This design comes from an exercise in tuning for small area, a short achievable clock period and few clock cycles per item on the open sky130 flow, not from production work. In this exercise RTL edits were held to simulation tests only and were not proved equivalent to the original. Power is estimated from default activity; no workload was simulated.

// subpicture_rle_decoder_unit
module subpicture_rle_decoder_unit (
  input  logic        clk,
  input  logic        rst,
  input  logic        cfg_we,
  input  logic [1:0]  cfg_index,
  input  logic [9:0]  cfg_data,
  input  logic        s_tvalid,
  output logic        s_tready,
  input  logic [7:0]  s_tdata,    
  input  logic [2:0]  s_tuser,    
  input  logic        s_tlast,    
  output logic        m_tvalid,
  input  logic        m_tready,
  output logic [srd_pkg::OUT_DATA_W-1:0] m_tdata,
  output logic        m_tlast
);
For scale: about 2100 cells after synthesis, roughly 460 flip-flops, ~110 I/O pins.
export LEC_CHECK = 0
export CAP_MARGIN = 40
export CORE_MARGIN = 2
export CORE_UTILIZATION = 50
export PLACE_DENSITY = 0.65
export SLEW_MARGIN = 40
export TNS_END_PERCENT = 0
create_clock -name core_clock -period 14.0 [get_ports {clk}]
standard.sh (not shown) runs the stock make flow with config.mk's settings and CLKGATE_MAP_FILE= SYNTH_SCRIPT=/design/flow/synth_recipe.tcl, a recipe that flattens the netlist after the stock synthesis.
==> flow/flow/run.sh <==
#!/bin/bash
# Standard ORFS layout (the standard.sh, standard synthesis unchanged), with
# buf_1 port buffers instead of the default delay cells, timing repair aiming past
# the required slack, and a clock tree with larger sink clusters and no dummy loads.
# Each step's full output goes to its own log here.
set -euo pipefail
EXTRA=("BUFFER_PORTS_ARGS=-buffer_cell sky130_fd_sc_hd__buf_1"
       "SETUP_SLACK_MARGIN=9.9"
       "CTS_ARGS=-sink_clustering_enable -repair_clock_nets -dont_use_dummy_load -sink_clustering_size 24 -sink_clustering_max_diameter 80")
bash standard.sh synth "${EXTRA[@]}" > flow_synth.log 2>&1
bash standard.sh finish "${EXTRA[@]}" > flow_layout.log 2>&1
The first run finished with timing, DRC and antenna clean.
Testbench counts at the start, summed over its fixed seeds: cycles 12,276, bytes 12,000.
==> next run, changes <==
==> flow/flow/run.sh (replaced) <==
#!/bin/bash
# Standard ORFS layout (the standard.sh, standard synthesis unchanged), with
# buf_4 port buffers instead of the default delay cells, timing repair aiming past
# the required slack, and a clock tree with larger sink clusters and no dummy loads.
# Each step's full output goes to its own log here.
set -euo pipefail
EXTRA=("BUFFER_PORTS_ARGS=-buffer_cell sky130_fd_sc_hd__buf_4"
       "SETUP_SLACK_MARGIN=10.0"
       "CTS_ARGS=-sink_clustering_enable -repair_clock_nets -dont_use_dummy_load -sink_clustering_size 24 -sink_clustering_max_diameter 80")
bash standard.sh synth "${EXTRA[@]}" > flow_synth.log 2>&1
bash standard.sh finish "${EXTRA[@]}" > flow_layout.log 2>&1
--- a/flow/config.mk
+++ b/flow/config.mk
@@ -6,8 +6,8 @@
 export NUM_CORES = 4
 export LEC_CHECK = 0
-export CAP_MARGIN = 40
+export CAP_MARGIN = 30
 export CORE_MARGIN = 2
-export CORE_UTILIZATION = 50
-export PLACE_DENSITY = 0.65
-export SLEW_MARGIN = 40
+export CORE_UTILIZATION = 60
+export PLACE_DENSITY = 0.72
+export SLEW_MARGIN = 30
 export TNS_END_PERCENT = 0
Result: The new run passed the timing, DRC and antenna checks. Power rose by 0.42%. Sequential power barely changes. Routed wire length fell by 0.82%.
==> next run, changes <==
==> flow/flow/run.sh (replaced) <==
#!/bin/bash
# Standard ORFS layout (the standard.sh, standard synthesis unchanged), with
# buf_1 port buffers instead of the default delay cells, timing repair aiming past
# the required slack, and a clock tree with larger sink clusters and no dummy loads.
# Each step's full output goes to its own log here.
set -euo pipefail
EXTRA=("BUFFER_PORTS_ARGS=-buffer_cell sky130_fd_sc_hd__buf_1"
       "SETUP_SLACK_MARGIN=10.0"
       "CTS_ARGS=-sink_clustering_enable -repair_clock_nets -dont_use_dummy_load -sink_clustering_size 24 -sink_clustering_max_diameter 80")
bash standard.sh synth "${EXTRA[@]}" > flow_synth.log 2>&1
bash standard.sh finish "${EXTRA[@]}" > flow_layout.log 2>&1
Effect: The changed run finished clean. Routed wire length came out higher by about 2.3%. Synthesized area does not change. Worst setup slack degrades by 0.058 ns. Utilization goes down by 0.55 points. Clock-buffer cell count is higher by 2. Total power is about the same. Via count climbs by about 0.7%. Clock skew hardly moves. Global-route usage came out higher by 0.49 points. Final cell count stays flat. First-iteration DRC count goes down by 11%.

re-timing with driven ports:
The results above use ideal ports. As a check the final layouts listed here were re-extracted and re-timed, cells and wires unchanged. Step 1 assumes that a clkbuf_16 drives the clock port and a buf_2 every other input. Step 2 moves the port delays by t, midway between the first and last clock arrival at a register: inputs arrive t later, outputs are due t later. That takes back most of the time a late clock gives input paths. Three values: ideal ports, drivers, drivers and shift; two values: the first two.
run	t (ns)	setup slack, ns	worst setup path after step 2	worst register clock-pin slew, ns	pins driven straight from the clock port
the first run	0.619	9.706 / 9.745 / 9.127	input to register	0.10 / 0.10	1
the second run	0.609	9.733 / 9.733 / 9.196	input to register	0.10 / 0.10	1
the third run	0.625	9.675 / 9.675 / 9.086	input to register	0.11 / 0.11	1
After both steps setup and hold are still met in every run listed. For the third run, which loses most, drivers alone change the setup slack by 0.000 ns; drivers and shift together by -0.589 ns.
